Background: an optimization exercise with open tools, aiming at small area, a short achievable clock period and few clock cycles per item. Do not read the settings as production practice.
At most, simulation tests tie the RTL to the original design; equivalence was not proved.
For runs 2 to 4, only the layout was checked, not whether the RTL still works.
Power is estimated from default activity; no workload was simulated.

File: design/flow/design.v
package seg_geom_pkg;
    localparam int IMG_W       = 16;
    localparam int IMG_H       = 16;
    localparam int NUM_CH      = 3;
    localparam int NUM_PIX     = IMG_W * IMG_H;
    localparam int NUM_BYTES   = NUM_PIX * NUM_CH;
    localparam int NUM_CLASSES = 4;
    typedef logic [7:0] pix_idx_t;
    typedef logic [1:0] label_t;
    typedef logic [7:0] pixel_t;
endpackage
package seg_ctrl_pkg;
    localparam int MEM_ADDR_W      = 20;
    localparam int WORDS_PER_FRAME = 192;
endpackage
`timescale 1ns/1ns
module frame_ram (
    input  logic       clk,
    input  logic       shift,
    input  logic [3:0] pair_in,      
    input  logic [7:0] raddr,
    output logic [1:0] rdata
);
    logic [511:0] mem;
    always_ff @(posedge clk) begin
        if (shift) begin
            mem <= {pair_in, mem[511:4]};
        end
    end
    logic [7:0] dlo, dmid;
    logic [3:0] dhi;
    logic [1:0] part [0:3];
    logic [1:0] part_q [0:3];
    always_comb begin
        for (int k = 0; k < 8; k++) begin
            dlo[k]  = (raddr[2:0] == 3'(k));
            dmid[k] = (raddr[5:3] == 3'(k));
        end
        for (int j = 0; j < 4; j++) begin
            dhi[j] = (raddr[7:6] == 2'(j));
        end
        for (int j = 0; j < 4; j++) begin
            part[j] = 2'b00;
            for (int i = 0; i < 8; i++) begin
                logic [1:0] g;
                g = 2'b00;
                for (int k = 0; k < 8; k++) begin
                    g = g | ({2{dlo[k]}} & mem[2*(64*j+8*i+k) +: 2]);
                end
                part[j] = part[j] | ({2{dmid[i]}} & g);
            end
            part[j] = {2{dhi[j]}} & part[j];
        end
    end
    always_ff @(posedge clk) begin
        for (int j = 0; j < 4; j++) begin
            part_q[j] <= part[j];
        end
    end
    assign rdata = part_q[0] | part_q[1] | part_q[2] | part_q[3];
endmodule
`timescale 1ns/1ns
module class_cmp (
    input  logic [7:0] r,
    input  logic [7:0] g,
    input  logic [7:0] b,
    output logic [2:0] mx        
);
    function automatic logic ge8(input logic [7:0] x, input logic [7:0] y);
        logic c;
        c = 1'b1;
        for (int i = 0; i < 8; i++) begin
            c = (x[i] & ~y[i]) | (x[i] & c) | (~y[i] & c);
        end
        ge8 = c;
    endfunction
    logic r_ge_g, r_ge_b, g_ge_b;
    assign r_ge_g = ge8(r, g);
    assign r_ge_b = ge8(r, b);
    assign g_ge_b = ge8(g, b);
    assign mx[0] = r_ge_g && r_ge_b;
    assign mx[1] = !r_ge_g && g_ge_b;
    assign mx[2] = !mx[0] && !mx[1];
endmodule
module class_sort (
    input  logic [7:0] r,
    input  logic [7:0] g,
    input  logic [7:0] b,
    input  logic [2:0] mx,       
    output logic [7:0] m,        
    output logic [7:0] a1,       
    output logic [7:0] b1
);
    assign m  = ({8{mx[0]}} & r) | ({8{mx[1]}} & g) | ({8{mx[2]}} & b);
    assign a1 = ({8{mx[0]}} & g) | ({8{!mx[0]}} & r);
    assign b1 = ({8{mx[2]}} & g) | ({8{!mx[2]}} & b);
endmodule
module class_scorer (
    input  logic [7:0] m,        
    input  logic [7:0] a1,
    input  logic [7:0] b1,
    input  logic [1:0] mx,       
    output logic [1:0] lbl
);
    function automatic logic over(input logic [7:0] x, input logic [7:0] y, input logic [7:0] z);
        logic [10:0] p, q, s, k;
        logic [10:0] cc;
        logic c;
        integer i;
        p = 11'd0;
        q = 11'd0;
        for (i = 0; i < 8; i = i + 1) begin
            p[i]   = x[i] ^ y[i] ^ ~z[i];
            q[i+1] = (x[i] & y[i]) | (x[i] & ~z[i]) | (y[i] & ~z[i]);
        end
        cc = 11'd668;
        s = 11'd0;
        k = 11'd0;
        for (i = 0; i < 10; i = i + 1) begin
            s[i]   = p[i] ^ q[i] ^ cc[i];
            k[i+1] = cc[i] ? (p[i] | q[i]) : (p[i] & q[i]);
        end
        c = 1'b0;
        for (i = 0; i < 10; i = i + 1) begin
            c = (s[i] & k[i]) | (s[i] & c) | (k[i] & c);
        end
        over = c | k[10];
    endfunction
    always_comb begin
        if (over(a1, b1, m)) lbl = 2'd3;
        else if (mx[0])      lbl = 2'd0;
        else if (mx[1])      lbl = 2'd1;
        else                 lbl = 2'd2;
    end
endmodule
`timescale 1ns/1ns
module seg_top (
    input  logic                                clk,
    input  logic                                rst,
    input  logic                                start_process,
    output logic                                processing_done,
    output logic                                mem_req,
    output logic [seg_ctrl_pkg::MEM_ADDR_W-1:0] mem_addr,
    input  logic                                mem_ack,
    input  logic [31:0]                         mem_rdata,
    input  seg_geom_pkg::pix_idx_t              label_addr,
    output seg_geom_pkg::label_t                label,
    output logic [9:0]                          leds
);
    logic        busy;        
    logic        flag;        
    logic [7:0]  waddr;       
    logic [2:0]  wph;         
    logic        got;         
    logic        v1;          
    logic [1:0]  ph1;         
    logic        last1;       
    logic [23:0] pa;          
    logic [23:0] pb;          
    logic [2:0]  xa, xb;      
    logic [1:0]  pend;        
    logic        shift;       
    logic [3:0]  pair_in;     
    assign got = mem_req && mem_ack;
    always_ff @(posedge clk or posedge rst) begin
        if (rst) begin
            busy    <= 1'b0;
            flag    <= 1'b0;
            mem_req <= 1'b0;
            waddr   <= '0;
            wph     <= 3'b001;
            v1      <= 1'b0;
            ph1     <= '0;
            last1   <= 1'b0;
        end else begin
            v1    <= got;
            ph1   <= wph[2:1];
            last1 <= got && (waddr == 8'(seg_ctrl_pkg::WORDS_PER_FRAME - 1));
            if (!busy) begin
                if (start_process) begin
                    busy    <= 1'b1;
                    flag    <= 1'b0;
                    mem_req <= 1'b1;
                    waddr   <= '0;
                    wph     <= 3'b001;
                end
            end else begin
                if (got) begin
                    waddr <= waddr + 1'b1;
                    wph   <= {wph[1:0], wph[2]};
                    if (waddr == 8'(seg_ctrl_pkg::WORDS_PER_FRAME - 1)) begin
                        mem_req <= 1'b0;
                    end
                end
                if (v1 && last1) begin
                    busy <= 1'b0;
                    flag <= 1'b1;
                end
            end
        end
    end
    logic [15:0] h;
    logic [23:0] na;
    assign h = pb[23:8];
    always_comb begin
        na = ({24{wph[0]}} & mem_rdata[23:0])
           | ({24{wph[1]}} & {mem_rdata[15:0], h[15:8]})
           | ({24{wph[2]}} & {mem_rdata[7:0], h});
    end
    logic [2:0] nxa, nxb;
    class_cmp u_cmp_a (.r(na[7:0]), .g(na[15:8]), .b(na[23:16]), .mx(nxa));
    class_cmp u_cmp_b (.r(mem_rdata[15:8]), .g(mem_rdata[23:16]), .b(mem_rdata[31:24]), .mx(nxb));
    always_ff @(posedge clk) begin
        pa <= na;
        xa <= nxa;
        xb <= nxb;
        if (got) begin
            pb <= mem_rdata[31:8];
        end
    end
    logic [7:0] ma, a1a, b1a, mb, a1b, b1b;
    logic [1:0] la, lb;
    class_sort u_sort_a (.r(pa[7:0]), .g(pa[15:8]), .b(pa[23:16]), .mx(xa),
                         .m(ma), .a1(a1a), .b1(b1a));
    class_sort u_sort_b (.r(pb[7:0]), .g(pb[15:8]), .b(pb[23:16]), .mx(xb),
                         .m(mb), .a1(a1b), .b1(b1b));
    class_scorer u_cls_a (.m(ma), .a1(a1a), .b1(b1a), .mx(xa[1:0]), .lbl(la));
    class_scorer u_cls_b (.m(mb), .a1(a1b), .b1(b1b), .mx(xb[1:0]), .lbl(lb));
    always_ff @(posedge clk) begin
        if (v1 && ph1 == 2'd0) begin
            pend <= la;
        end
    end
    assign shift   = v1 && (ph1 != 2'd0);
    assign pair_in = ph1[0] ? {la, pend} : {lb, la};
    frame_ram u_label_ram (
        .clk     (clk),
        .shift   (shift),
        .pair_in (pair_in),
        .raddr   (label_addr),
        .rdata   (label)
    );
    assign processing_done = !busy;
    assign mem_addr        = {12'b0, waddr};
    assign leds            = {7'b0, flag, 1'b0, busy};
endmodule
File: design/flow/flow/run.sh
#!/bin/bash
# Layout flow: the standard ORFS flow (standard.sh) with two changes.
#  1. Synthesis is the standard one (synth_recipe.tcl, ORFS synth.tcl) except for the ABC
#     script that maps the combinational logic: flow/abc.script replaces ORFS's
#     abc_speed.script, in a copy of ORFS's scripts folder made here. Registers are
#     mapped exactly as in the standard synthesis.
#  2. The port buffers that global placement inserts are buf_2 cells.
# Each tool's output goes to a log file in this folder; ORFS also keeps its per-step logs
# under orfs/logs/.
set -euo pipefail
work=$(pwd)
rm -rf "$work/scripts_abc"
cp -r "$FLOW_HOME/scripts" "$work/scripts_abc"
cp "$work/flow/abc.script" "$work/scripts_abc/abc_speed.script"
bash standard.sh "SCRIPTS_DIR=$work/scripts_abc" synth > synth.log 2>&1
bash standard.sh "BUFFER_PORTS_ARGS=-buffer_cell sky130_fd_sc_hd__buf_2" finish > layout.log 2>&1
File: design/flow/flow/abc.script
&get -n
&st
&dch
&nf -R 20
&put
buffer -c
topo
stime -c
upsize -c
dnsize -c
File: design/flow/standard.sh
#!/bin/bash
# synth_recipe.tcl (not shown) runs the flow's synth.tcl, then flattens the netlist and writes it again
# the make line also repeats each setting of config.mk as NAME=value (left out here)
make -C /OpenROAD-flow-scripts/flow DESIGN_CONFIG=/design/flow/config.mk WORK_HOME=/design/flow/orfs CLKGATE_MAP_FILE= SYNTH_SCRIPT=/design/flow/synth_recipe.tcl "${@:-finish}"
File: design/flow/config.mk
export PLATFORM = sky130hd
export DESIGN_NAME = seg_top
export DESIGN_NICKNAME = seg_top
export VERILOG_FILES = /design/flow/design.v
export SDC_FILE = /design/flow/constraint.sdc
export NUM_CORES = 4
export LEC_CHECK = 0
export CAP_MARGIN = 20
export CORE_MARGIN = 2
export CORE_UTILIZATION = 60
export CTS_BUF_LIST = sky130_fd_sc_hd__clkbuf_16
export CTS_CLUSTER_DIAMETER = 80
export CTS_CLUSTER_SIZE = 30
export PLACE_DENSITY = 0.8
export SETUP_SLACK_MARGIN = 5
export SLEW_MARGIN = 20
export SYNTH_MEMORY_MAX_BITS = 16384
File: design/flow/constraint.sdc
create_clock -name core_clock -period 8.0 [get_ports {clk}]
set_input_delay 1.6000 -clock core_clock [delete_from_list [all_inputs] [get_ports {clk}]]
set_output_delay 1.6000 -clock core_clock [all_outputs]
set_load 0.01 [all_outputs]
==> results.txt, run 1 <==
status=timing/DRC/antenna clean; CTS root buffer=clkbuf_16; Hold Path Class=reg2reg; pin count of the biggest net entering global routing=209; later-pin clock latency in the skew report=0.62 ns; Critical Path RT=6.40 ns; initial antenna violation count=0; maximum clock path buffer count=3; RR Startpoint=xa[0]$_DFF_P_; Setup Crit Path Kind=reg2out; Slew @ Worst Pin=0.946 ns; RSZ-0062 raised after global routing=true; Final Max Slew Viols=0; syn avg cell area=16.3 um^2; GR Overflow Total=0; Netlist cell types=57; cts hold-fix bufs=0; GRT Total Usage=24.6%; ys async rst share=3.03%; Routed Antenna Nets=0; RePlAce Congestion=0.798; Max Cap Violations=0; die height=about 200 um; Post-synth EDFFs=538; I/O Pins=78; setup TNS=0 ns; final net count=1526; share of layout cells above drive strength 1=about 14%; post-route cell area=about 25000 um^2; Cell Pwr Density=about 280 nW/um^2; CTS clk-pin slew, worst paths=0.11 ns; I/O Buffers=57; routed via count=13700; total power=7.05 mW; Hold Fails Final Rpt=0; CP Launch Point=u_label_ram.part_q[2][0]$_DFF_P_; final wirelength=50400 um; crit path max fanout=1; post-DP HPWL=~27000 um; crit share post-route=between 40 and 50%; Final setup viols=0; vias per std cell=6.87; first-pass GRT wire length=74900 um; Remaining DRCs=0; area of the core=approximately 38000 um^2; Setup Skew=approximately 0.051 ns; Synth Instances=1407; clk sinks=594; Startpoint Class=flip-flop; Synth warnings=6; CP Capture Type=primary output; number of global-route vias before repair=13000; Worst EP arrival=about 1.7 ns; Std-Cell Rows=71; worst vdd ir=0.214 mV; Routed wire per std cell=25.4 um; die area=39900 um^2; area added between synthesis and finish=9.91%; relative slew slack=36.8%; minimum clock period=3.25 ns; H-tree depth=1; die span in x=200 um; DP Area=23700 um^2; Synth Flop Type=edfxtp_1; CTS tree=built; DRT Pass-1 Iters=9; Max Clk Rate=307 MHz; hold path startpoint=u_label_ram.mem[418]$_DFFE_PP_; Initial DRC Count=2352; mapped cell area=~23000 um^2; Lkg Pwr=7.42 nW; #FFs+latches synth=594; sequential area share after synthesis=75.5%; Initial Util=around three fifths; CTS buffer count=26
## final timing paths
check	cells past startpoint	slack [ns]	endpoint
worst max register to register	12	4.86	u_label_ram.mem[510]$_DFFE_PP_
worst min register to register	0	0.43	u_label_ram.mem[414]$_DFFE_PP_
min in group asynchronous	2	1.10	waddr[7]$_DFFE_PP0P_
worst max-delay path	2	4.75	label[0]
worst min-delay path	0	0.43	u_label_ram.mem[414]$_DFFE_PP_
max in group asynchronous	2	6.47	ph1[0]$_DFF_PP0_
## cells in the mapped netlist, drive strengths merged, types with 3 or more instances
cell | count | share of area (%)
buf | 68 | 1.7
and3 | 10 | 0.29
nand2b | 11 | 0.30
nand3 | 25 | 0.54
o221ai | 9 | 0.37
clkbuf | 36 | 0.59
o21ai | 5 | 0.11
fa | 14 | 1.2
nand3b | 4 | 0.13
nor3b | 4 | 0.13
and2 | 11 | 0.30
ha | 13 | 0.71
nor2 | 21 | 0.35
mux2 | 12 | 0.59
a221oi | 22 | 0.86
dfrtp | 17 | 1.8
o22ai | 28 | 0.76
mux2i | 20 | 0.87
nor3 | 10 | 0.24
a22o | 17 | 0.65
dfxtp | 38 | 3.3
a21oi | 48 | 1.0
a222oi | 117 | 5.1
inv | 67 | 1.1
o21bai | 3 | 0.098
edfxtp | 538 | 70
nor2b | 5 | 0.14
nand2 | 61 | 1.0
nor4 | 8 | 0.22
a22oi | 99 | 3.2
a31oi | 43 | 1.2
## layer usage
| metal | up-vias | GRT usage, % | wire length [um] |
|---|---|---|---|
| li1 | 5880 | - | - |
| met1 | 6813 | 34.2 | 19400 |
| met2 | 877 | 40.7 | 24500 |
| met3 | 90 | 3.70 | 5210 |
| met4 | 0 | 7.52 | 1400 |
| met5 | - | 0 | 0 |
## repair_timing
item                                   4_1_cts  5_1_grt
resized for setup                           53       38
setup endpoints to repair                  206      224
gates cloned                                 6        3
buffers inserted                            14        9
pin swaps                                   13       23
endpoints found under the hold margin        0        0
## worst max-delay path, stage by stage, from the launching register on
cell	delay [ns]
dfxtp_2	0.36
or4_4	0.54
buf_6	0.14
## layout make-up
class / count / area [um^2]
Multi-Input combinational cell: 665 / 5190
Clock inverter: 21 / 224
Tap cell: 511 / 639
Inverter: 67 / 251
Antenna cell: 2 / 5.00
Sequential cell: 594 / 17400
Clock buffer: 26 / 651
Fill cell: 2415 / 12500
Timing Repair Buffer: 101 / 933
## registers in the layout (all words and copies together) (netlist names), 2 cells and up
signal / cells
pa: 24
ph1: 2
u_label_ram.mem: 512
pb: 24
u_label_ram.part_q: 8
pend: 2
wph: 3
xa: 3
xb: 3
waddr: 8
## per-stage QoR
| stage | util, % | instances | worst slack [ns] | hold slack, ns |
|---|---|---|---|---|
| after detailed placement | 62.7 | 1906 | 3.86 | 0.434 |
| final | 67.0 | 1987 | 4.75 | 0.431 |
| after global routing | 67.0 | 1985 | 4.68 | 0.453 |
| after global placement | 62.7 | 1906 | 3.97 | 0.429 |
| after CTS | 66.1 | 1973 | 4.74 | 0.433 |
| after floorplan | - | 1426 | 3.38 | 0.349 |
## power by group
part,total [mW],switching [mW],internal [mW],leakage [nW]
sequential,3.81,0.160,3.65,4.35
clock,1.63,0.940,0.690,0.449
combinational,1.61,0.901,0.711,2.62
total,7.05,2.00,5.05,7.42
## logic make-up after synthesis
logic type | after synthesis | synth area share (%)
flip-flops | 594 | 75.5
AO/OA/AOI/OAI | 404 | 13.8
AND/OR/NAND/NOR | 178 | 3.92
buffers and inverters | 171 | 3.34
multiplexers | 32 | 1.46
adder cells (fa/ha/maj) | 27 | 1.93
other | 1 | 0.0163
## layout by cell type (no fill, tap or decap), drive strengths merged, types with 12 or more instances in the layout
cell type,n
edfxtp,538
nand3,25
inv,77
dfxtp,38
o22ai,28
a22o,17
a22oi,99
mux2,12
nor2,22
a31oi,43
conb,20
a21oi,48
clkbuf,29
nand2,61
a221oi,22
fa,14
a222oi,117
ha,13
dfrtp,17
buf,97
mux2i,20
Testbench counts, summed over its fixed seeds: cycles 30,746, frames 64.
==> run 2: changes to the inputs <==
--- a/design/flow/design.v
+++ b/design/flow/design.v
@@ -30,7 +30,7 @@
     logic [7:0] dlo, dmid;
     logic [3:0] dhi;
     logic [1:0] part [0:3];
-    logic [1:0] part_q [0:3];
+    logic [1:0] part_n [0:3];
     always_comb begin
         for (int k = 0; k < 8; k++) begin
             dlo[k]  = (raddr[2:0] == 3'(k));
@@ -54,10 +54,10 @@
     end
     always_ff @(posedge clk) begin
         for (int j = 0; j < 4; j++) begin
-            part_q[j] <= part[j];
-        end
-    end
-    assign rdata = part_q[0] | part_q[1] | part_q[2] | part_q[3];
+            part_n[j] <= ~part[j];
+        end
+    end
+    assign rdata = ~(part_n[0] & part_n[1] & part_n[2] & part_n[3]);
 endmodule
 `timescale 1ns/1ns
 module class_cmp (
==> run 2 against run 1 <==
Still clean on timing, DRC and antenna. Global-route usage is 2.2 points higher. Worst setup slack better by 0.020 ns. Die area is essentially flat. Count of clock-buffer cells in the layout fell by 1. Fmax increased by 0.61%. Via count up 4.2%. Largest power group unchanged.
==> results.txt, run 2 <==
status=timing/DRC/antenna clean; Synth Instances=around 1400; Area contributors post-synth=edfxtp_1 70%, a222oi_1 5.4%, dfxtp_1 3.3%, a22oi_1 2.8%, dfrtp_1 1.9%; DRT Pass-1 Iters=8; Max Cap Violations=0; mapped cell area=23000 um^2; sequential area share after synthesis=75.6%; count leader, synth=edfxtp_1; number of global-route vias before repair=13600; M3 GR Usage=4.83%; share of layout cells above drive strength 1=~17%; H-tree depth=1; Initial DRC Count=2520; commonest cells in the netlist=538 x edfxtp_1, 123 x a222oi_1, 85 x a22oi_1, 67 x inv_1, 64 x nand2_1; GRT busiest layer=met2; Hold Path Class=reg2reg; Synth Flop Type=edfxtp_1; Worst EP arrival=between 3 and 4 ns; placed cell count=around 1900; met2 usage=44.2%; Remaining DRCs=0; R2R cell count=12; CTS clk-pin slew, worst paths=0.12 ns; Netlist cell types=55; Initial Util=between 60 and 70%; Synth warnings=6; Hold Fails Final Rpt=0; Critical Path RT=8.44 ns; minimum clock period=3.23 ns; fin cells=between 2000 and 2500; area share of the largest cell type after synthesis=70.3%; R2R Path End=u_label_ram.mem[510]$_DFFE_PP_; r2r setup slk=4.77 ns; total power=6.91 mW; RSZ-0062 raised after global routing=true; Startpoint Class=flip-flop; CTS buffer count=25; maximum clock path buffer count=3; initial antenna violation count=1; ANT cells=0; most frequent cells in the layout=538 x edfxtp_1, 123 x a222oi_1, 82 x a22oi_1; relative slew slack=roughly a third; pin count of the biggest net entering global routing=96; Setup Skew=0.0387 ns; post-DP HPWL=around 27000 um; Setup Crit Path Kind=reg2reg; post-synth top area cell=edfxtp_1; GRT Total Usage=26.8%; most common cell after layout, fill and taps aside=edfxtp_1; area added between synthesis and finish=12.7%; Largest register FFs=512; RePlAce Congestion=between 0.8 and 0.9; Hold EP=u_label_ram.mem[237]$_DFFE_PP_; syn avg cell area=16.5 um^2; RR Startpoint=pb[2]$_DFFE_PP_; CTS tree=built; Cell Pwr Density=267 nW/um^2; vias per std cell=7.06; Largest Register=u_label_ram.mem; ys async rst share=3.03%; crit share post-route=40.4%; Lkg Pwr=7.75 nW; #FFs+latches synth=594; GR Overflow Total=0; crit path max fanout=2; routed via count=14200; DP Worst Slack=around 3.7 ns; hold path startpoint=u_label_ram.mem[241]$_DFFE_PP_; die height=about 200 um; I/O Buffers=57; I/O Pins=between 70 and 80; CP Capture Type=flip-flop; Slew @ Worst Pin=~1.0 ns; Post-synth EDFFs=538; Routed wire per std cell=28.1 um; cts hold-fix bufs=0; die span in x=200 um; Max Clk Rate=about 310 MHz; Std-Cell Rows=71; post-route setup slack=4.77 ns; fill cell count=2412; clk sinks=594; first-pass GRT wire length=about 80000 um; Regs by FF count=u_label_ram.mem: 512 flops, pa: 24 flops, pb: 24 flops; die area=approximately 40000 um^2; Global Route met1 Usage=36.2%; later-pin clock latency in the skew report=0.61 ns; Final setup viols=0; final core utilization=68.8%; Routed Antenna Nets=0; setup TNS=0 ns; Hold Path Depth=0; worst vdd ir=0.224 mV; area of the core=~38000 um^2; CTS root buffer=clkbuf_16; Final Max Slew Viols=0; final net count=between 1500 and 2000; final wirelength=between 50000 and 60000 um
run 2: changes by cell type after synthesis, moves of 5 or more:
cell	change
a31oi_1	+8
a21oi_1	-15
clkbuf_1	+17
a222oi_1	+6
nor4_1	-5
a22oi_1	-14
buf_2	-18
o21ai_0	+6
or4_1	+5
o22ai_1	-6
nand3_1	-8
run 2: cell type report:
cell class,count,area (um^2),area share (%)
multi-input combinational,653,5290,20.4
inverter,67,251,0.971
clock buffer,25,626,2.42
sequential,594,17400,67.1
clock inverter,19,133,0.512
tap,511,639,2.47
timing repair buffer,148,1570,6.06
run 2: kinds of logic (layout without fill, tap and decap cells):
kind of cell / count (synthesis) / after routing / share of synthesized area [%]
AOI/OAI and AO/OA: 398 / 398 / 13.9
adders and majority gates: 27 / 27 / 1.93
and+or+nand+nor: 172 / 176 / 3.85
buffers and inverters: 170 / 259 / 3.31
other: 1 / 20 / 0.0163
DFF: 594 / 594 / 75.6
muxes: 32 / 32 / 1.46
run 2: repair_timing:
item,4_1_cts,5_1_grt
pin swaps,28,59
buffers inserted,34,24
endpoints found under the setup margin,184,113
gates cloned,14,7
resized for setup,70,50
run 2: critical path, cell delays in order, from the launching register on:
cell      delay, ns
edfxtp_1       0.43
a222oi_1       0.56
fa_1           0.52
inv_1          0.08
ha_1           0.23
nand2b_4       0.14
a221oi_2       0.17
a21oi_1        0.11
a221o_1        0.28
a21oi_2        0.19
a221oi_2       0.05
o21bai_4       0.18
a22oi_2        0.14
run 2: through the flow:
stage	cell area, um^2	hold slack, ns
floorplan	23300	0.352
global placement	23700	0.427
detailed placement	23700	0.433
CTS	25300	0.442
global route	25900	0.461
finish	25900	0.436
run 2: metal layers:
metal / wire (um) / up-vias
met3: 6590 / 166
li1: - / 5948
met4: 2460 / 2
met1: 20200 / 7022
met2: 27500 / 1094
met5: 11 / -
run 2: worst max-delay path by stage:
stage / start / end / slack (ns) / cells past startpoint
finish: pb[2]$_DFFE_PP_ / u_label_ram.mem[510]$_DFFE_PP_ / 4.77 / 12
global route: pb[2]$_DFFE_PP_ / u_label_ram.mem[510]$_DFFE_PP_ / 4.69 / 12
CTS: xb[0]$_DFF_P_ / u_label_ram.mem[511]$_DFFE_PP_ / 4.89 / 12
detailed placement: label_addr[1] / u_label_ram.part_n[3][1]$_DFF_P_ / 3.67 / 8
global placement: label_addr[1] / u_label_ram.part_n[3][1]$_DFF_P_ / 3.67 / 8
floorplan: ph1[0]$_DFF_PP0_ / u_label_ram.mem[0]$_DFFE_PP_ / 3.38 / 2
run 2: power by group:
| part | internal [mW] | switching (mW) | total, mW |
|---|---|---|---|
| clock | 0.599 | 0.954 | 1.55 |
| combinational | 0.676 | 0.887 | 1.56 |
| sequential | 3.65 | 0.146 | 3.80 |
| total | 4.92 | 1.99 | 6.91 |
==> run 3: changes to the inputs <==
--- a/design/flow/config.mk
+++ b/design/flow/config.mk
@@ -12,6 +12,6 @@
 export CTS_CLUSTER_DIAMETER = 80
 export CTS_CLUSTER_SIZE = 30
 export PLACE_DENSITY = 0.8
-export SETUP_SLACK_MARGIN = 5
+export SETUP_SLACK_MARGIN = 4.8
 export SLEW_MARGIN = 20
 export SYNTH_MEMORY_MAX_BITS = 16384
==> run 3 against run 2 <==
Largest cell class unchanged. Clock power rose by 3%. Combinational power fell by 8%. Still clean. Critical endpoint is now u_label_ram.part_n[3][0]$_DFF_P_. Synthesized area did not move.
==> results.txt, run 3 <==
crit path max fanout=26; Startpoint Class=input pin; number of global-route vias before repair=~13000; most frequent cells in the layout=538 x edfxtp_1, 123 x a222oi_1, 84 x a22oi_1; Largest stage delay, worst path=0.54 ns; ANT cells=0; main combinational cell family by area after synthesis=compound AO/OA/AOI/OAI gates; Largest register FFs=~510; r2r setup slk=~4.9 ns; Routed Antenna Nets=0; area of the core=about 38000 um^2; Critical Path RT=8.54 ns; RSZ-0062 raised after global routing=true; area added between synthesis and finish=9.52%; H-tree depth=1; Max Cap Violations=0; Worst EP arrival=approximately 3.8 ns; DRT Pass-1 Iters=8; vias per std cell=6.88; Max Clk Rate=310 MHz; final core utilization=66.8%; Final Max Slew Viols=0; crit-path cells=buf_6 > nor3b_4 > buf_8 > buf_16 > a222oi_1 > a31oi_1 > or4_1 > or4_4 > nand3_2; CP Capture Type=flip-flop; Met2 Routed Length=24600 um; Remaining DRCs=0; syn avg cell area=between 15 and 20 um^2; later-pin clock latency in the skew report=0.61 ns; share of layout cells above drive strength 1=13.3%; area share of the largest cell type after synthesis=70.3%; I/O Buffers=57; DP Worst Slack=3.80 ns; Synth warnings=6; Post-synth EDFFs=538; die area=39900 um^2; Area contributors post-synth=edfxtp_1 70%, a222oi_1 5.4%, dfxtp_1 3.3%, a22oi_1 2.8%, dfrtp_1 1.9%; CTS tree=built; R2R cell count=3; minimum clock period=between 3 and 4 ns; fill cell count=~2500; routed via count=13600; cts hold-fix bufs=0; post-route setup slack=4.78 ns; RR Startpoint=ph1[0]$_DFF_PP0_; commonest cells in the netlist=538 x edfxtp_1, 123 x a222oi_1, 85 x a22oi_1, 67 x inv_1, 64 x nand2_1; post-DP HPWL=27900 um; Routed wire per std cell=between 20 and 30 um; Final setup viols=0; final net count=1523; CTS root buffer=clkbuf_16; initial antenna violation count=1; Setup Skew=0.0447 ns; mux share of post-synthesis cell area=under 10%; Setup Crit Path Kind=in2reg; CP max stage cell=or4_1; Initial Util=61.0%; Lkg Pwr=7.46 nW; first-pass GRT wire length=76200 um; #FFs+latches synth=594; hold path startpoint=u_label_ram.mem[424]$_DFFE_PP_; RePlAce Congestion=0.816; GR Overflow Total=0; crit share post-route=40.3%; Netlist cell types=55; Synth Flop Type=edfxtp_1; I/O Pins=between 70 and 80; Hold Fails Final Rpt=0; met3 wire len=5100 um; setup TNS=0 ns; Regs by FF count=u_label_ram.mem: 512 flops, pa: 24 flops, pb: 24 flops; Cell Pwr Density=272 nW/um^2; maximum clock path buffer count=3; relative slew slack=a little under a third; GRT Total Usage=25.3%; count leader, synth=edfxtp_1; ys async rst share=between 3 and 4%; Synth Area in Adders=approximately 1.9%; Initial DRC Count=2234; die height=200 um; CTS buffer count=26; Synth Instances=1394; Hold Path Class=reg2reg; Synth Area in Compound Gates=13.9%; Largest Register=u_label_ram.mem; status=timing/DRC/antenna clean; CTS clk-pin slew, worst paths=~0.12 ns; pin count of the biggest net entering global routing=184; die span in x=200 um; post-synth top area cell=edfxtp_1; Std-Cell Rows=between 70 and 80; sequential area share after synthesis=75.6%; mapped cell area=23000 um^2; Highest Signal Layer=met5; Synth Area in XOR/XNOR=0%; CP Launch Point=label_addr[1]; most common cell after layout, fill and taps aside=edfxtp_1; Slew @ Worst Pin=1.05 ns; wl on met1=19500 um; final wirelength=~51000 um; clk sinks=594; Simple-Gate Fraction of Synth Area=3.85%; worst vdd ir=0.191 mV; Hold Path Depth=0
run 3: cell counts after synthesis:
Identical to the previous run, type by type.
run 3: cell families (layout without fill, tap and decap cells):
family | Yosys count | after routing
DFF | 594 | 594
AOI/OAI and AO/OA | 398 | 398
buffers and inverters | 170 | 225
and+or+nand+nor | 172 | 173
muxes | 32 | 32
other | 1 | 20
adders and majority gates | 27 | 27
run 3: final cells by class:
cell class	instances	area [um^2]	area share, %
clock buffer	27	676	2.68
clock inverter	18	160	0.636
inverter	67	251	0.999
multi-input combinational	650	5080	20.2
sequential	594	17400	69.1
tap	511	639	2.54
timing repair buffer	113	983	3.91
run 3: metrics by stage:
| stage | area, um^2 | power [mW] | std cells | hold WS, ns |
|---|---|---|---|---|
| 2_1_floorplan | 23300 | 4.83 | 1413 | 0.352 |
| 4_1_cts | 25100 | 6.75 | 1972 | 0.435 |
| 3_5_place_dp | 23700 | 5.13 | 1899 | 0.433 |
| 6_report | 25200 | 6.84 | 1980 | 0.426 |
| 3_3_place_gp | 23700 | 5.07 | 1899 | 0.428 |
| 5_1_grt | 25200 | 7.14 | 1980 | 0.438 |
run 3: worst paths after layout:
kind                                                    end
min in group asynchronous               mem_req$_DFFE_PP0P_
hold / removal               u_label_ram.mem[420]$_DFFE_PP_
setup reg to reg             u_label_ram.mem[149]$_DFFE_PP_
max in group asynchronous              waddr[6]$_DFFE_PP0P_
hold reg to reg              u_label_ram.mem[420]$_DFFE_PP_
setup / recovery           u_label_ram.part_n[3][0]$_DFF_P_
run 3: worst max-delay path, delay by kind of cell:
kind / cells / cell delay (ns)
AO/OA/AOI/OAI: 2 / 0.37
buffers and inverters: 3 / 0.53
AND/OR/NAND/NOR: 4 / 1.23
run 3: layer usage:
layer / global-route usage (%) / vias up
li1: - / 5863
met4: 7.38 / 2
met5: 0 / -
met1: 34.8 / 6785
met2: 42.4 / 877
met3: 3.78 / 99
run 3: power breakdown:
group	internal (mW)	switching, mW	total (mW)	leakage, nW
Combinational	0.601	0.840	1.44	2.67
Sequential	3.65	0.144	3.79	4.35
Clock	0.646	0.958	1.60	0.439
run 3: timing repair:
action	CTS	global route
gates cloned	7	0
endpoints found under the setup margin	14	14
resized for setup	38	13
pin swaps	6	11
setup buffers	21	8
==> run 4: changes to the inputs <==
--- a/design/flow/config.mk
+++ b/design/flow/config.mk
@@ -12,6 +12,6 @@
 export CTS_CLUSTER_DIAMETER = 80
 export CTS_CLUSTER_SIZE = 30
 export PLACE_DENSITY = 0.8
-export SETUP_SLACK_MARGIN = 4.8
+export SETUP_SLACK_MARGIN = 4.9
 export SLEW_MARGIN = 20
 export SYNTH_MEMORY_MAX_BITS = 16384
==> run 4 against run 3 <==
Sequential power is essentially flat. Cell count up 1.5%. Fmax rose by 3.1%. Power up 3.2%. Sequential cell count unchanged. Synthesized area unchanged. Still clean on timing, DRC and antenna. Count of clock-buffer cells in the layout stayed put. Synthesized cell count stayed put. Global-route usage is 0.80 points higher.
==> results.txt, run 4 <==
status=timing/DRC/antenna clean; Largest register FFs=between 500 and 600; pin count of the biggest net entering global routing=around 200; placed cell count=1897; Synth warnings=6; CTS clk-pin slew, worst paths=0.12 ns; GRT Total Usage=26.1%; Max Clk Rate=320 MHz; post-DP HPWL=between 20000 and 30000 um; share of layout cells above drive strength 1=16.6%; Initial Util=61.0%; post-route cell area=around 26000 um^2; Area contributors post-synth=edfxtp_1 70%, a222oi_1 5.4%, dfxtp_1 3.3%, a22oi_1 2.8%, dfrtp_1 1.9%; Lkg Pwr=7.71 nW; Slew @ Worst Pin=1.12 ns; Final Max Slew Viols=0; post-synth top area cell=edfxtp_1; ys async rst share=3.03%; Largest Register=u_label_ram.mem; number of global-route vias before repair=13400; hold path startpoint=u_label_ram.mem[269]$_DFFE_PP_; Post-synth EDFFs=between 500 and 600; CTS tree=built; Setup Crit Path Kind=in2reg; RePlAce Congestion=between 0.8 and 0.9; Hold Fails Final Rpt=0; crit path max fanout=10; RSZ-0062 raised after global routing=true; count leader, synth=edfxtp_1; die height=200 um; most frequent cells in the layout=538 x edfxtp_1, 123 x a222oi_1, 82 x a22oi_1; R2R Path End=u_label_ram.mem[510]$_DFFE_PP_; CP Capture Type=flip-flop; GR Overflow Total=0; Hold Path Depth=0; CP Launch Point=label_addr[2]; DRT Pass-1 Iters=8; #FFs+latches synth=594; Regs by FF count=u_label_ram.mem: 512 flops, pa: 24 flops, pb: 24 flops; Critical Path RT=8.50 ns; mapped cell area=23000 um^2; Min Hold Slack=0.427 ns; initial antenna violation count=1; maximum clock path buffer count=3; Initial DRC Count=about 2300; vias per std cell=approximately 7.0; minimum clock period=~3.1 ns; routed via count=14000; CTS root buffer=clkbuf_16; syn avg cell area=about 16 um^2; area of the core=37700 um^2; Std-Cell Rows=71; most common cell after layout, fill and taps aside=edfxtp_1; Netlist cell types=55; H-tree depth=1; Synth Flop Type=edfxtp_1; area share of the largest cell type after synthesis=a little over two thirds; Routed wire per std cell=26.7 um; Setup Skew=0.0429 ns; Routed Antenna Nets=0; final net count=1550; crit share post-route=39.1%; commonest cells in the netlist=538 x edfxtp_1, 123 x a222oi_1, 85 x a22oi_1, 67 x inv_1, 64 x nand2_1; Cell Pwr Density=274 nW/um^2; final wirelength=approximately 54000 um; Hold Path Class=reg2reg; later-pin clock latency in the skew report=0.61 ns; RR Startpoint=xa[0]$_DFF_P_; Final setup viols=0; sequential area share after synthesis=75.6%; I/O Buffers=between 50 and 60; I/O Pins=between 70 and 80; worst vdd ir=0.240 mV; area added between synthesis and finish=12.2%; fill cell count=approximately 2400; Max Cap Violations=0; fin cells=2010; relative slew slack=25.6%; clk sinks=594; Startpoint Class=input pin; DP Area=23700 um^2; first-pass GRT wire length=78200 um; setup TNS=0 ns; Synth Instances=1394; die area=39900 um^2; die span in x=200 um; r2r setup slk=4.92 ns; CTS buffer count=26; Hold EP=u_label_ram.mem[265]$_DFFE_PP_; R2R cell count=13; Remaining DRCs=0; Worst EP arrival=3.63 ns
## run 4: metal layers
layer / track usage, % / part of all wire, %
met5: 0 / 0
met4: 7.05 / 2.4
met3: 5.92 / 11
met2: 43.8 / 50
met1: 34.7 / 37
## run 4: area by class of cell
class	count	area (um^2)	share of cell area (%)
flip-flops and latches	594	17400	67.4
repair buffers	139	1420	5.49
well taps	511	639	2.48
clock inverters	20	186	0.723
multi-input cells	651	5230	20.3
clock buffers	27	676	2.62
inverters	67	251	0.975
diodes	1	2.50	0.00970
## run 4: power breakdown
group	switching (mW)	internal, mW	leakage, nW	total [mW]
Combinational	0.930	0.706	2.91	1.64
Sequential	0.147	3.65	4.35	3.80
Clock	0.946	0.677	0.448	1.62
## run 4: worst max-delay path, stage by stage
cell,delay (ns)
buf_12,0.13
and3b_4,0.23
buf_12,0.15
buf_6,0.14
a222oi_1,0.30
and3_1,0.22
o22ai_1,0.09
nor4_1,0.33
o21ai_1,0.19
o31ai_1,0.25
## run 4: through the flow
| stage | util [%] | total power [mW] | setup WS [ns] |
|---|---|---|---|
| 3_3_place_gp | 63.0 | 5.07 | 3.65 |
| 6_report | 68.5 | 7.06 | 4.87 |
| 5_1_grt | 68.4 | 7.35 | 4.77 |
| 2_1_floorplan | - | 4.83 | 3.38 |
| 3_5_place_dp | 63.0 | 5.13 | 3.53 |
| 4_1_cts | 67.2 | 6.82 | 4.85 |
## run 4: worst max path at each step
stage,to,depth (start not counted),slack [ns]
finish,u_label_ram.part_n[2][1]$_DFF_P_,10,4.87
floorplan,u_label_ram.mem[0]$_DFFE_PP_,2,3.38
detailed placement,u_label_ram.part_n[3][1]$_DFF_P_,9,3.53
global placement,u_label_ram.part_n[3][1]$_DFF_P_,9,3.65
global route,pend[0]$_DFFE_PP_,14,4.77
CTS,u_label_ram.part_n[3][1]$_DFF_P_,9,4.85
## run 4: timing repair
action,4_1_cts,5_1_grt
hold buffers,0,0
gates cloned,10,4
pin swaps,21,41
endpoints found under the setup margin,15,14
buffers inserted,29,22
resized for setup,60,49
## run 4: logic make-up after synthesis
| kind of cell | share of synthesized area, % |
|---|---|
| compound gates | 13.9 |
| fa+ha+maj | 1.93 |
| mux | 1.46 |
| flops | 75.6 |
| simple gates | 3.85 |
| other cells | 0.0163 |
| buf+inv | 3.31 |
==> run 5: changes to the inputs <==
--- a/design/flow/design.v
+++ b/design/flow/design.v
@@ -214,8 +214,9 @@
         pa <= na;
         xa <= nxa;
         xb <= nxb;
+        pb[7:0] <= mem_rdata[15:8];
         if (got) begin
-            pb <= mem_rdata[31:8];
+            pb[23:8] <= mem_rdata[31:16];
         end
     end
     logic [7:0] ma, a1a, b1a, mb, a1b, b1b;
--- a/design/flow/config.mk
+++ b/design/flow/config.mk
@@ -7,11 +7,11 @@
 export LEC_CHECK = 0
 export CAP_MARGIN = 20
 export CORE_MARGIN = 2
-export CORE_UTILIZATION = 60
+export CORE_UTILIZATION = 66
 export CTS_BUF_LIST = sky130_fd_sc_hd__clkbuf_16
 export CTS_CLUSTER_DIAMETER = 80
 export CTS_CLUSTER_SIZE = 30
 export PLACE_DENSITY = 0.8
-export SETUP_SLACK_MARGIN = 4.9
+export SETUP_SLACK_MARGIN = 4.8
 export SLEW_MARGIN = 20
 export SYNTH_MEMORY_MAX_BITS = 16384
==> run 5 against run 4 <==
Cell count down 3.3%. Clock power decreased by 4%. Clock skew fell by 0.0097 ns. Fmax is 2.5% lower. Highest routed layer unchanged. Sequential cell count unchanged. Count of clock-buffer cells in the layout fell by 2. Final area decreased by 1.6%. Synthesized cell count did not move. Via count increased by 1.0%.
==> results.txt, run 5 <==
status=timing/DRC/antenna clean; #FFs+latches synth=594; power share of the combinational group=22.1%; sequential area share after synthesis=75.5%; RR Startpoint=xb[0]$_DFF_P_; Largest register FFs=512; Post-synth EDFFs=530; count leader, synth=edfxtp_1; Std-Cell Rows=just under 70; die span in x=190 um; ANT cells=0; Synth warnings=6; Critical Path RT=8.48 ns; CTS root buffer=clkbuf_16; worst vdd ir=roughly 0.37 mV; die area=~36000 um^2; final net count=1544; Initial Util=66.6%; fin cells=~1900; number of global-route vias before repair=approximately 13000; CP endpoint=u_label_ram.part_n[2][0]$_DFF_P_; minimum clock period=3.21 ns; CTS buffer count=25; later-pin clock latency in the skew report=0.58 ns; most frequent cells in the layout=530 x edfxtp_1, 123 x a222oi_1, 82 x a22oi_1; post-synth top area cell=edfxtp_1; hold path startpoint=u_label_ram.mem[145]$_DFFE_PP_; placed cell count=1837; Final setup viols=0; setup TNS=0 ns; R2R cell count=13; R2R Path End=u_label_ram.mem[511]$_DFFE_PP_; vias per std cell=7.27; commonest cells in the netlist=530 x edfxtp_1, 123 x a222oi_1, 85 x a22oi_1, 67 x inv_1, 64 x nand2_1; post-DP HPWL=26900 um; most common cell after layout, fill and taps aside=edfxtp_1; Max Cap Violations=0; CTS tree=built; GRT busiest layer=met2; Remaining DRCs=0; mapped cell area=22900 um^2; Synth Flop Type=edfxtp_1; met2 usage=45.4%; GRT Total Usage=27.8%; Lkg Pwr=between 7 and 8 nW; Setup Skew=around 0.033 ns; relative slew slack=20.7%; pin count of the biggest net entering global routing=204; Synth Instances=1394; ys async rst share=approximately 3.0%; crit path max fanout=16; syn avg cell area=16.4 um^2; crit share post-route=around two fifths; Seq pwr share=55.3%; area added between synthesis and finish=10.8%; Largest Register=u_label_ram.mem; RSZ-0062 raised after global routing=true; die height=190 um; Routed wire per std cell=approximately 28 um; Startpoint Class=input pin; post-route cell area=approximately 25000 um^2; net switching power=1.96 mW; GR Overflow Total=0; Netlist cell types=55; Hold Path Class=reg2reg; share of layout cells above drive strength 1=between 10% and 20%; Final Max Slew Viols=0; I/O Pins=between 70 and 80; M3 GR Usage=under 10%; Global Route met1 Usage=39.5%; Area contributors post-synth=edfxtp_1 69%, a222oi_1 5.4%, dfxtp_1 4.0%, a22oi_1 2.8%, dfrtp_1 1.9%; I/O Buffers=57; area of the core=approximately 34000 um^2; Cell Pwr Density=271 nW/um^2; Clk pwr share=22.6%; CTS clk-pin slew, worst paths=0.11 ns; DP Area=between 20000 and 25000 um^2; clk sinks=594; CP Launch Point=label_addr[0]; CP Capture Type=flip-flop; Max Clk Rate=312 MHz; Setup Crit Path Kind=in2reg; Sw Share=about 29%; r2r setup slk=between 4 and 5 ns; H-tree depth=1; Slew @ Worst Pin=about 1.2 ns; DRT Pass-1 Iters=10; initial antenna violation count=0; Hold Fails Final Rpt=0; area share of the largest cell type after synthesis=69.5%; first-pass GRT wire length=76100 um; final wirelength=54800 um; maximum clock path buffer count=3; P_int=between 4 and 5 mW; Regs by FF count=u_label_ram.mem: 512 flops, pa: 24 flops, pb: 24 flops; RePlAce Congestion=0.792; Routed Antenna Nets=0; Worst EP arrival=~3.7 ns; Initial DRC Count=2683; routed via count=14100
## run 5: power by group through the flow
| stage | clock [mW] | combinational, mW | sequential, mW |
|---|---|---|---|
| after global placement | 0 | 1.18 | 3.87 |
| after detailed placement | 0 | 1.22 | 3.88 |
| after CTS | 1.56 | 1.34 | 3.79 |
| final | 1.55 | 1.52 | 3.80 |
| after floorplan | 0 | 1.00 | 3.82 |
| after global routing | 1.66 | 1.68 | 3.82 |
## run 5: how the worst min path moves through the flow
stage | endpoint | slack (ns) | cells past startpoint
after floorplan | ph1[0]$_DFF_PP0_ | 0.35 | 0
after CTS | u_label_ram.mem[337]$_DFFE_PP_ | 0.44 | 0
final | u_label_ram.mem[141]$_DFFE_PP_ | 0.44 | 0
after detailed placement | u_label_ram.mem[433]$_DFFE_PP_ | 0.43 | 0
after global placement | u_label_ram.mem[493]$_DFFE_PP_ | 0.43 | 0
after global routing | u_label_ram.mem[465]$_DFFE_PP_ | 0.45 | 0
## run 5: cell families (layout without fill, tap and decap cells)
group                    after synthesis  after routing  synth area share, %
AO/OA/AOI/OAI                        398            398                 13.9
adder cells (fa/ha/maj)               27             27                 1.93
buffers and inverters                170            243                 3.32
flip-flops                           594            594                 75.5
multiplexers                          32             32                 1.46
other                                  1             20               0.0164
AND/OR/NAND/NOR                      172            175                 3.87
## run 5: per-layer routing
layer | routed length (um) | part of all wire (%) | vias to the layer above
met4 | 1960 | 3.6 | 0
met3 | 6720 | 12 | 133
met2 | 26500 | 48 | 1093
met1 | 19600 | 36 | 7025
li1 | - | - | 5883
met5 | 0 | 0 | -
## run 5: final cells by class
| type | instances | area, um^2 |
|---|---|---|
| inverters | 67 | 251 |
| repair buffers | 133 | 1350 |
| well taps | 455 | 569 |
| multi-input cells | 652 | 5120 |
| flip-flops and latches | 594 | 17300 |
| fillers | 1984 | 9000 |
| clock buffers | 25 | 626 |
| clock inverters | 18 | 145 |
## run 5: worst max-delay path, cell delays in order
cell       delay, ns
buf_16          0.12
nor3b_4         0.16
buf_4           0.16
clkbuf_16       0.20
a222oi_1        0.32
a31oi_1         0.15
nor4_1          0.43
o21ai_1         0.17
o41ai_1         0.35
## run 5: through the flow
step                util, %  power (mW)  setup WS (ns)  hold WS (ns)
detailed placement     68.5        5.10           3.72         0.431
global placement       68.5        5.05           3.73         0.429
floorplan                 -        4.82           3.38         0.352
finish                 73.8        6.88           4.79         0.442
CTS                    72.1        6.69           4.81         0.437
global route           73.8        7.16           4.72         0.452
## run 5: what timing repair did
| item | 4_1_cts | 5_1_grt |
|---|---|---|
| setup endpoints to repair | 14 | 13 |
| buffers inserted | 20 | 26 |
| hold buffers | 0 | 0 |
| pin swaps | 5 | 20 |
| cloned | 6 | 12 |
| gates resized for setup | 44 | 25 |
Testbench counts of run 5, summed over its fixed seeds: cycles 30,746, frames 64.
==> run 6: changes to the inputs <==
--- a/design/flow/config.mk
+++ b/design/flow/config.mk
@@ -7,8 +7,8 @@
 export LEC_CHECK = 0
 export CAP_MARGIN = 20
 export CORE_MARGIN = 2
-export CORE_UTILIZATION = 66
-export CTS_BUF_LIST = sky130_fd_sc_hd__clkbuf_16
+export CORE_UTILIZATION = 60
+export CTS_BUF_LIST = sky130_fd_sc_hd__clkbuf_8 sky130_fd_sc_hd__clkbuf_16
 export CTS_CLUSTER_DIAMETER = 80
 export CTS_CLUSTER_SIZE = 30
 export PLACE_DENSITY = 0.8
==> run 6 against run 5 <==
Non-clock buffer count shrank 24. Wire length fell by 5.3%. Utilization fell by 6.7 points. Clock skew rose by 0.0027 ns. Still clean. Sequential share of layout area up 0.27 points. Worst hold slack worse by 0.0079 ns. Synthesized area is the same. Largest cell class unchanged. Sequential power barely moved. Critical path depth down 1. Fmax rose by 0.98%. Global-route usage is 2.8 points lower.
==> results.txt, run 6 <==
Routed wire per std cell=roughly 26 um; CTS tree=built; Worst EP arrival=3.73 ns; commonest cells in the netlist=530 x edfxtp_1, 123 x a222oi_1, 85 x a22oi_1, 67 x inv_1, 64 x nand2_1; Final Max Slew Viols=0; area of the core=37700 um^2; Hold EP=u_label_ram.mem[398]$_DFFE_PP_; die area=between 30000 and 40000 um^2; DP Area=approximately 24000 um^2; GR Overflow Total=0; R2R Path End=u_label_ram.mem[510]$_DFFE_PP_; fin cells=1980; crit path max fanout=16; Hold Path Depth=0; Synth Flop Type=edfxtp_1; cts hold-fix bufs=0; RR Startpoint=xb[1]$_DFF_P_; Min Hold Slack=0.435 ns; main combinational cell family by area after synthesis=compound AO/OA/AOI/OAI gates; Startpoint Class=input pin; Post-synth EDFFs=530; Initial DRC Count=2301; Largest register FFs=512; area share of the largest cell type after synthesis=69.5%; pin count of the biggest net entering global routing=179; clk sinks=594; GRT Total Usage=between 20% and 30%; Max Clk Rate=315 MHz; final core utilization=67.1%; Critical Path RT=8.55 ns; sequential area share after synthesis=75.5%; post-route setup slack=around 4.8 ns; Met2 Routed Length=25600 um; Lkg Pwr=7.50 nW; area added between synthesis and finish=10.3%; count leader, synth=edfxtp_1; routed via count=13800; #FFs+latches synth=594; Hold Fails Final Rpt=0; Std-Cell Rows=71; DP Worst Slack=3.50 ns; share of layout cells above drive strength 1=13.8%; wl on met1=18800 um; vias per std cell=6.97; most frequent cells in the layout=530 x edfxtp_1, 123 x a222oi_1, 82 x a22oi_1; number of global-route vias before repair=between 10000 and 15000; ys async rst share=under 10%; Synth Instances=1394; relative slew slack=34.2%; worst vdd ir=0.180 mV; H-tree depth=1; Synth warnings=6; syn avg cell area=around 16 um^2; mux share of post-synthesis cell area=1.46%; minimum clock period=between 3 and 4 ns; footprint of the multi-input gates=5140 um^2; I/O Pins=78; Regs by FF count=u_label_ram.mem: 512 flops, pa: 24 flops, pb: 24 flops; die span in x=199 um; status=timing/DRC/antenna clean; total power=6.89 mW; RePlAce Congestion=0.802; setup TNS=0 ns; final wirelength=51900 um; Max Cap Violations=0; met3 wire len=approximately 5800 um; post-DP HPWL=around 27000 um; ANT cells=0; r2r setup slk=4.91 ns; I/O Buffers=57; DRT Pass-1 Iters=7; Setup Crit Path Kind=in2reg; Simple-Gate Fraction of Synth Area=3.87%; Setup Skew=0.0359 ns; die height=199 um; first-pass GRT wire length=roughly 76000 um; Highest Signal Layer=met4; Netlist cell types=55; RSZ-0062 raised after global routing=true; Largest Register=u_label_ram.mem; Reg area=17300 um^2; Area contributors post-synth=edfxtp_1 69%, a222oi_1 5.4%, dfxtp_1 4.0%, a22oi_1 2.8%, dfrtp_1 1.9%; R2R cell count=11; most common cell after layout, fill and taps aside=edfxtp_1; post-route cell area=between 20000 and 30000 um^2; CTS buffer count=26; hold path startpoint=u_label_ram.mem[402]$_DFFE_PP_; Initial Util=60.8%; initial antenna violation count=0; placed cell count=1898; CTS root buffer=clkbuf_16; post-synth top area cell=edfxtp_1; Synth Area in Adders=between 1.5 and 2%; CP Capture Type=flip-flop; Slew @ Worst Pin=0.987 ns; Final setup viols=0; Synth Area in Compound Gates=13.9%; final net count=between 1500 and 2000; Cell Pwr Density=approximately 270 nW/um^2; Remaining DRCs=0; fill cell count=2451; Routed Antenna Nets=0; Synth Area in XOR/XNOR=0%; CTS clk-pin slew, worst paths=0.11 ns; later-pin clock latency in the skew report=approximately 0.60 ns; crit share post-route=39.7%; mapped cell area=22900 um^2; Hold Path Class=reg2reg; maximum clock path buffer count=3
run 6: cells by family (layout without fill, tap and decap cells):
logic type                 count (synthesis)  count (layout)
DFF                                      594             594
muxes                                     32              32
and+or+nand+nor                          172             174
AOI/OAI and AO/OA                        398             398
adders and majority gates                 27              27
other                                      1              20
buffers and inverters                    170             224
run 6: metal layers:
layer / track usage, % / vias up
met4: 8.29 / 0
met1: 33.1 / 6876
met3: 4.12 / 123
met2: 42.5 / 953
met5: 0 / -
li1: - / 5840
run 6: how the worst max path moves through the flow:
| stage | from | endpoint |
|---|---|---|
| floorplan | ph1[0]$_DFF_PP0_ | u_label_ram.mem[0]$_DFFE_PP_ |
| global placement | label_addr[1] | u_label_ram.part_n[3][1]$_DFF_P_ |
| detailed placement | label_addr[1] | u_label_ram.part_n[3][1]$_DFF_P_ |
| CTS | label_addr[2] | u_label_ram.part_n[3][1]$_DFF_P_ |
| global route | xa[0]$_DFF_P_ | u_label_ram.mem[511]$_DFFE_PP_ |
| finish | label_addr[0] | u_label_ram.part_n[3][0]$_DFF_P_ |
run 6: worst max-delay path, cell delays in order:
cell and delay (ns):
buf_6 0.14, and3_4 0.20, buf_16 0.16, a222oi_1 0.40, a31oi_1 0.14, or4_1 0.54
or4_4 0.44, nand3_1 0.08
run 6: final cells by class:
class | instances | area share, %
tap | 511 | 2.53
inverter | 67 | 0.995
clock inverter | 21 | 0.822
timing repair buffer | 109 | 4.20
multi-input combinational | 651 | 20.4
sequential | 594 | 68.5
clock buffer | 27 | 2.63
run 6: power by group:
| group | total (mW) | switching (mW) | internal (mW) |
|---|---|---|---|
| Sequential | 3.78 | 0.140 | 3.64 |
| Combinational | 1.47 | 0.861 | 0.609 |
| Clock | 1.63 | 0.959 | 0.674 |
run 6: timing repair:
action / CTS / global route
setup buffers: 17 / 6
pin swaps: 6 / 20
gates resized for setup: 42 / 36
cloned: 5 / 6
setup endpoints to repair: 14 / 276
==> run 7: changes to the inputs <==
--- a/design/flow/config.mk
+++ b/design/flow/config.mk
@@ -8,10 +8,10 @@
 export CAP_MARGIN = 20
 export CORE_MARGIN = 2
 export CORE_UTILIZATION = 60
-export CTS_BUF_LIST = sky130_fd_sc_hd__clkbuf_8 sky130_fd_sc_hd__clkbuf_16
+export CTS_BUF_LIST = sky130_fd_sc_hd__clkbuf_16
 export CTS_CLUSTER_DIAMETER = 80
 export CTS_CLUSTER_SIZE = 30
-export PLACE_DENSITY = 0.8
+export PLACE_DENSITY = 0.9
 export SETUP_SLACK_MARGIN = 4.8
 export SLEW_MARGIN = 20
 export SYNTH_MEMORY_MAX_BITS = 16384
==> run 7 against run 6 <==
Highest routed layer is now met5. Worst hold slack improved by 0.019 ns. Clock skew fell by 0.010 ns. First-iteration DRC count rose by 16%. Wire length rose by 6.6%. Global-route usage rose by 2.2 points. Power rose by 0.86%. Still clean. Sequential cell count did not move. Worst setup slack got worse by 0.13 ns. Count of clock-buffer cells in the layout fell by 2. Combinational power rose by 5%. Fmax fell by 3.8%.
==> results.txt, run 7 <==
Regs by FF count=u_label_ram.mem: 512 flops, pa: 24 flops, pb: 24 flops; Setup Skew=about 0.026 ns; Setup Crit Path Kind=in2reg; DP Area=roughly 24000 um^2; most frequent cells in the layout=530 x edfxtp_1, 123 x a222oi_1, 83 x a22oi_1; relative slew slack=23.6%; CTS root buffer=clkbuf_16; crit share post-route=a little over 40%; Min Hold Slack=0.453 ns; GRT Total Usage=27.1%; number of global-route vias before repair=13800; Lkg Pwr=around 7.5 nW; initial antenna violation count=1; commonest cells in the netlist=530 x edfxtp_1, 123 x a222oi_1, 85 x a22oi_1, 67 x inv_1, 64 x nand2_1; post-DP HPWL=28100 um; Slew @ Worst Pin=1.14 ns; I/O Pins=78; Worst EP arrival=3.85 ns; Routed wire per std cell=28.0 um; Hold Fails Final Rpt=0; RSZ-0062 raised after global routing=true; minimum clock period=3.30 ns; area of the core=37700 um^2; worst vdd ir=0.202 mV; mux share of post-synthesis cell area=between 1 and 1.5%; I/O Buffers=57; Final Max Slew Viols=0; R2R cell count=12; final wirelength=roughly 55000 um; final net count=~1500; ys async rst share=3.03%; die height=199 um; routed via count=14300; Startpoint Class=input pin; CTS buffer count=25; later-pin clock latency in the skew report=between 0.6 and 0.7 ns; ANT cells=0; post-route cell area=between 20000 and 30000 um^2; count leader, synth=edfxtp_1; Largest register FFs=512; maximum clock path buffer count=3; Netlist cell types=55; crit path max fanout=64; post-synth top area cell=edfxtp_1; Synth Instances=1394; Synth Flop Type=edfxtp_1; fin cells=1979; GR Overflow Total=0; Initial DRC Count=2678; DP Worst Slack=3.69 ns; Synth Area in Compound Gates=between 10% and 20%; Remaining DRCs=0; total power=roughly 6.9 mW; Cell Pwr Density=275 nW/um^2; post-route setup slack=4.70 ns; die area=39700 um^2; Post-synth EDFFs=530; H-tree depth=1; Simple-Gate Fraction of Synth Area=under 10%; Final setup viols=0; area added between synthesis and finish=10.2%; Hold Path Depth=0; CP Capture Type=flip-flop; Std-Cell Rows=71; CTS clk-pin slew, worst paths=around 0.11 ns; #FFs+latches synth=594; Critical Path RT=about 8.6 ns; Routed Antenna Nets=0; final core utilization=67.0%; Largest Register=u_label_ram.mem; Initial Util=between 60% and 70%; clk sinks=594; Synth Area in XOR/XNOR=0%; DRT Pass-1 Iters=9; placed cell count=1891; r2r setup slk=4.87 ns; first-pass GRT wire length=approximately 80000 um; Area contributors post-synth=edfxtp_1 69%, a222oi_1 5.4%, dfxtp_1 4.0%, a22oi_1 2.8%, dfrtp_1 1.9%; Max Cap Violations=0; fill cell count=2364; mapped cell area=22900 um^2; vias per std cell=7.21; area share of the largest cell type after synthesis=a little over two thirds; RePlAce Congestion=0.820; sequential area share after synthesis=75.5%; syn avg cell area=16.4 um^2; most common cell after layout, fill and taps aside=edfxtp_1; Synth warnings=6; status=timing/DRC/antenna clean; die span in x=199 um; main combinational cell family by area after synthesis=compound AO/OA/AOI/OAI gates; setup TNS=0 ns; Hold Path Class=reg2reg; Synth Area in Adders=1.93%; pin count of the biggest net entering global routing=181; CTS tree=built; share of layout cells above drive strength 1=14.6%; Max Clk Rate=303 MHz
run 7: cell counts after synthesis:
No cell type changed its count.
run 7: where the power goes:
group | internal [mW] | leakage (nW) | switching [mW]
clock | 0.662 | 0.432 | 0.936
combinational | 0.650 | 2.70 | 0.890
sequential | 3.64 | 4.34 | 0.163
total | 4.96 | 7.47 | 1.99
run 7: kinds of logic (layout without fill, tap and decap cells):
kind of cell	count (synthesis)	count (layout)
compound gates	398	398
fa+ha+maj	27	27
buf+inv	170	221
flops	594	594
mux	32	32
other cells	1	20
simple gates	172	176
run 7: final cells by class:
cell class | instances | area [um^2] | share of cell area [%]
clock buffer | 25 | 626 | 2.48
clock inverter | 21 | 191 | 0.758
inverter | 67 | 251 | 0.996
multi-input combinational | 653 | 5240 | 20.8
sequential | 594 | 17300 | 68.5
tap | 511 | 639 | 2.53
timing repair buffer | 108 | 992 | 3.93
run 7: critical path: stages:
cell and delay, ns:
buf_12 0.13, nor3b_4 0.15, buf_8 0.22, a222oi_1 0.41, a31oi_1 0.15, or4_1 0.55, or4_4 0.44, nand3_2 0.08
run 7: timing repair:
action / CTS / global route
gates resized for setup: 48 / 35
endpoints found under the setup margin: 58 / 15
pin swaps: 17 / 29
setup buffers: 21 / 10
hold buffers: 0 / 0
gates cloned: 8 / 3
endpoints found under the hold margin: 0 / 0
run 7: worst paths after layout:
kind	from	to
setup reg to reg	xb[2]$_DFF_P_	u_label_ram.mem[511]$_DFFE_PP_
setup / recovery	label_addr[1]	u_label_ram.part_n[3][0]$_DFF_P_
hold / removal	u_label_ram.mem[305]$_DFFE_PP_	u_label_ram.mem[301]$_DFFE_PP_
hold reg to reg	u_label_ram.mem[305]$_DFFE_PP_	u_label_ram.mem[301]$_DFFE_PP_
max in group asynchronous	rst	wph[1]$_DFFE_PP0P_
min in group asynchronous	rst	ph1[1]$_DFF_PP0_
run 7: layer usage:
metal  wire [um]  vias to the layer above  track usage [%]
met5          13                        -                0
met4        2880                        2             12.6
met3        7050                      211             4.54
met2       26900                     1241             45.9
met1       18500                     6959             34.6
li1            -                     5857                -
==> run 8: changes to the inputs <==
--- a/design/flow/config.mk
+++ b/design/flow/config.mk
@@ -11,7 +11,8 @@
 export CTS_BUF_LIST = sky130_fd_sc_hd__clkbuf_16
 export CTS_CLUSTER_DIAMETER = 80
 export CTS_CLUSTER_SIZE = 30
-export PLACE_DENSITY = 0.9
+export GPL_ROUTABILITY_DRIVEN = 0
+export PLACE_DENSITY = 0.8
 export SETUP_SLACK_MARGIN = 4.8
 export SLEW_MARGIN = 20
 export SYNTH_MEMORY_MAX_BITS = 16384
==> run 8 against run 7 <==
Still clean. Critical path depth rose by 1. Synthesized cell count did not move. Global-route usage fell by 2.1 points. Cell count is 0.10% higher. Synthesized area unchanged. First-iteration DRC count shrank 18%. Power is 0.98% lower. Final area about the same. Largest power group unchanged. Highest routed layer is now met4.
==> results.txt, run 8 <==
Hold Path Class=reg2reg; area of the core=about 38000 um^2; Regs by FF count=u_label_ram.mem: 512 flops, pa: 24 flops, pb: 24 flops; status=timing/DRC/antenna clean; Critical Path RT=8.55 ns; footprint of the multi-input gates=about 5100 um^2; Max Cap Violations=0; DP Worst Slack=around 3.5 ns; Setup Skew=0.0396 ns; Cell Pwr Density=272 nW/um^2; Max Clk Rate=between 300 and 400 MHz; Worst EP arrival=3.71 ns; setup TNS=0 ns; Hold Path Depth=0; #FFs+latches synth=about 600; area added between synthesis and finish=10.3%; Slew @ Worst Pin=1.00 ns; CTS clk-pin slew, worst paths=0.11 ns; Routed Antenna Nets=0; RR Startpoint=xb[1]$_DFF_P_; post-synth top area cell=edfxtp_1; I/O Pins=78; H-tree depth=1; syn avg cell area=16.4 um^2; share of layout cells above drive strength 1=13.8%; area share of the largest cell type after synthesis=a little over two thirds; vias per std cell=~7; Hold EP=u_label_ram.mem[65]$_DFFE_PP_; post-route setup slack=4.84 ns; CTS root buffer=clkbuf_16; initial antenna violation count=0; Min Hold Slack=0.433 ns; Lkg Pwr=approximately 7.5 nW; Netlist cell types=55; Std-Cell Rows=71; maximum clock path buffer count=3; Synth Instances=roughly 1400; crit path max fanout=14; DRT Pass-1 Iters=9; mapped cell area=22900 um^2; CP Launch Point=label_addr[0]; Synth Flop Type=edfxtp_1; Setup Crit Path Kind=in2reg; Startpoint Class=input pin; number of global-route vias before repair=~13000; ys async rst share=roughly 3%; RSZ-0062 raised after global routing=true; Final Max Slew Viols=0; R2R Path End=u_label_ram.mem[510]$_DFFE_PP_; die area=39700 um^2; Initial Util=60.8%; sequential area share after synthesis=75.5%; pin count of the biggest net entering global routing=about 180; commonest cells in the netlist=530 x edfxtp_1, 123 x a222oi_1, 85 x a22oi_1, 67 x inv_1, 64 x nand2_1; R2R cell count=11; CTS tree=built; most common cell after layout, fill and taps aside=edfxtp_1; die height=between 150 and 200 um; Reg area=17300 um^2; cts hold-fix bufs=0; relative slew slack=33.3%; clk sinks=594; most frequent cells in the layout=530 x edfxtp_1, 123 x a222oi_1, 82 x a22oi_1; Largest Register=u_label_ram.mem; Routed wire per std cell=26.1 um; count leader, synth=edfxtp_1; GRT Total Usage=25.0%; worst vdd ir=about 0.18 mV; Remaining DRCs=0; CP Capture Type=flip-flop; first-pass GRT wire length=75700 um; final wirelength=approximately 52000 um; GR Overflow Total=0; post-DP HPWL=~27000 um; fill cell count=2455; Synth warnings=6; Largest register FFs=about 510; later-pin clock latency in the skew report=~0.61 ns; Post-synth EDFFs=530; crit share post-route=39.5%; minimum clock period=3.16 ns; die span in x=between 150 and 200 um; Hold Fails Final Rpt=0; routed via count=between 10000 and 15000; Final setup viols=0; Area contributors post-synth=edfxtp_1 69%, a222oi_1 5.4%, dfxtp_1 4.0%, a22oi_1 2.8%, dfrtp_1 1.9%; final net count=1520; Initial DRC Count=about 2200; I/O Buffers=57; r2r setup slk=4.90 ns; hold path startpoint=u_label_ram.mem[69]$_DFFE_PP_; CTS buffer count=26
==> run 8: cell types whose count changed in the layout (fill, tap and decap cells not counted), sizes merged <==
cell	delta
clkbuf	+4
buf	-2
and3	-2
clkinvlp	-1
diode	+1
and3b	+2
inv	+2
nor2	-1
nor3b	-1
==> run 8: metrics by stage <==
step,total power [mW],std cells,util [%],area [um^2]
final,6.88,1981,67.1,25300
after global placement,5.05,1898,62.8,23600
after floorplan,4.82,1413,-,23200
after detailed placement,5.10,1898,62.8,23600
after global routing,7.19,1980,67.1,25300
after CTS,6.77,1968,66.2,24900
==> run 8: how the worst max path moves through the flow <==
stage | end | depth (start not counted)
3_3_place_gp | u_label_ram.part_n[3][1]$_DFF_P_ | 9
4_1_cts | u_label_ram.part_n[3][1]$_DFF_P_ | 9
6_report | u_label_ram.part_n[3][1]$_DFF_P_ | 9
5_1_grt | u_label_ram.mem[511]$_DFFE_PP_ | 12
2_1_floorplan | u_label_ram.mem[0]$_DFFE_PP_ | 2
3_5_place_dp | u_label_ram.part_n[3][1]$_DFF_P_ | 9
==> run 8: logic make-up after synthesis <==
group                    share of synthesized area, %
flip-flops                                       75.5
AO/OA/AOI/OAI                                    13.9
AND/OR/NAND/NOR                                  3.87
buffers and inverters                            3.32
multiplexers                                     1.46
adder cells (fa/ha/maj)                          1.93
other                                          0.0164
==> run 8: per-layer routing <==
| metal | up-vias | routed length (um) | track usage (%) | share of wire [%] |
|---|---|---|---|---|
| met1 | 6854 | 18900 | 33.1 | 37 |
| met3 | 107 | 5460 | 4.12 | 11 |
| met4 | 0 | 1740 | 8.29 | 3.4 |
| met2 | 911 | 25500 | 42.5 | 49 |
| met5 | - | 0 | 0 | 0 |
| li1 | 5847 | - | - | - |
==> run 8: critical path: stages <==
cell and delay [ns]:
buf_6 0.15, and3b_4 0.25, buf_12 0.17, a22o_1 0.19, a221oi_2 0.17, a31oi_1 0.10, or4_1 0.55, or4_4 0.43
nand3_1 0.08
==> run 8: area by class of cell <==
class                   instances  area share [%]
flip-flops and latches        594            68.5
multi-input cells             651            20.4
repair buffers                109            4.20
clock buffers                  26            2.58
well taps                     511            2.53
inverters                      67           0.995
clock inverters                22           0.837
diodes                          1         0.00990
==> run 8: where the power goes <==
group | switching (mW) | internal (mW) | total, mW
clock network | 0.959 | 0.665 | 1.62
logic | 0.862 | 0.609 | 1.47
registers | 0.140 | 3.64 | 3.78
total | 1.96 | 4.92 | 6.88
==> run 8: timing repair <==
item	4_1_cts	5_1_grt
resized for setup	42	36
pin swaps	6	20
cloned	5	6
setup endpoints to repair	14	276
setup buffers	17	6

==> static timing again, ports no longer ideal <==
How much do the figures lean on ideal ports? The routed layouts below were timed once more, with nothing changed but the port constraints. Step 1 assumes that a clkbuf_16 drives the clock port and a buf_2 every other input. Step 2 adds t to the input delays and takes it off the output delays; t is the mean of the earliest and latest rising clock arrival at the registers after step 1. Input paths then give back, and output paths get back, about the clock's delay inside the block. Slacks: ideal / step 1 / step 2; pairs: ideal / step 1.
run	shift t [ns]	setup slack, ns	hold WS [ns]	worst register clock-pin slew, ns
run 1	0.641	4.745 / 4.692 / 4.352	0.431 / 0.431 / 0.431	0.12 / 0.12
run 2	0.644	4.765 / 4.765 / 4.129	0.436 / 0.436 / 0.436	0.12 / 0.12
run 3	0.644	4.775 / 4.767 / 4.123	0.426 / 0.426 / 0.426	0.12 / 0.12
run 4	0.639	4.874 / 4.802 / 4.163	0.427 / 0.427 / 0.427	0.12 / 0.12
run 5	0.633	4.794 / 4.696 / 4.063	0.442 / 0.442 / 0.442	0.12 / 0.12
run 6	0.643	4.825 / 4.826 / 4.184	0.435 / 0.435 / 0.435	0.11 / 0.11
run 7	0.657	4.699 / 4.707 / 4.050	0.453 / 0.453 / 0.453	0.12 / 0.12
run 8	0.643	4.837 / 4.837 / 4.194	0.433 / 0.433 / 0.433	0.12 / 0.12
After both steps setup and hold are still met in every run listed. For run 5, which loses most, drivers alone change the setup slack by -0.098 ns; drivers and shift together by -0.731 ns.
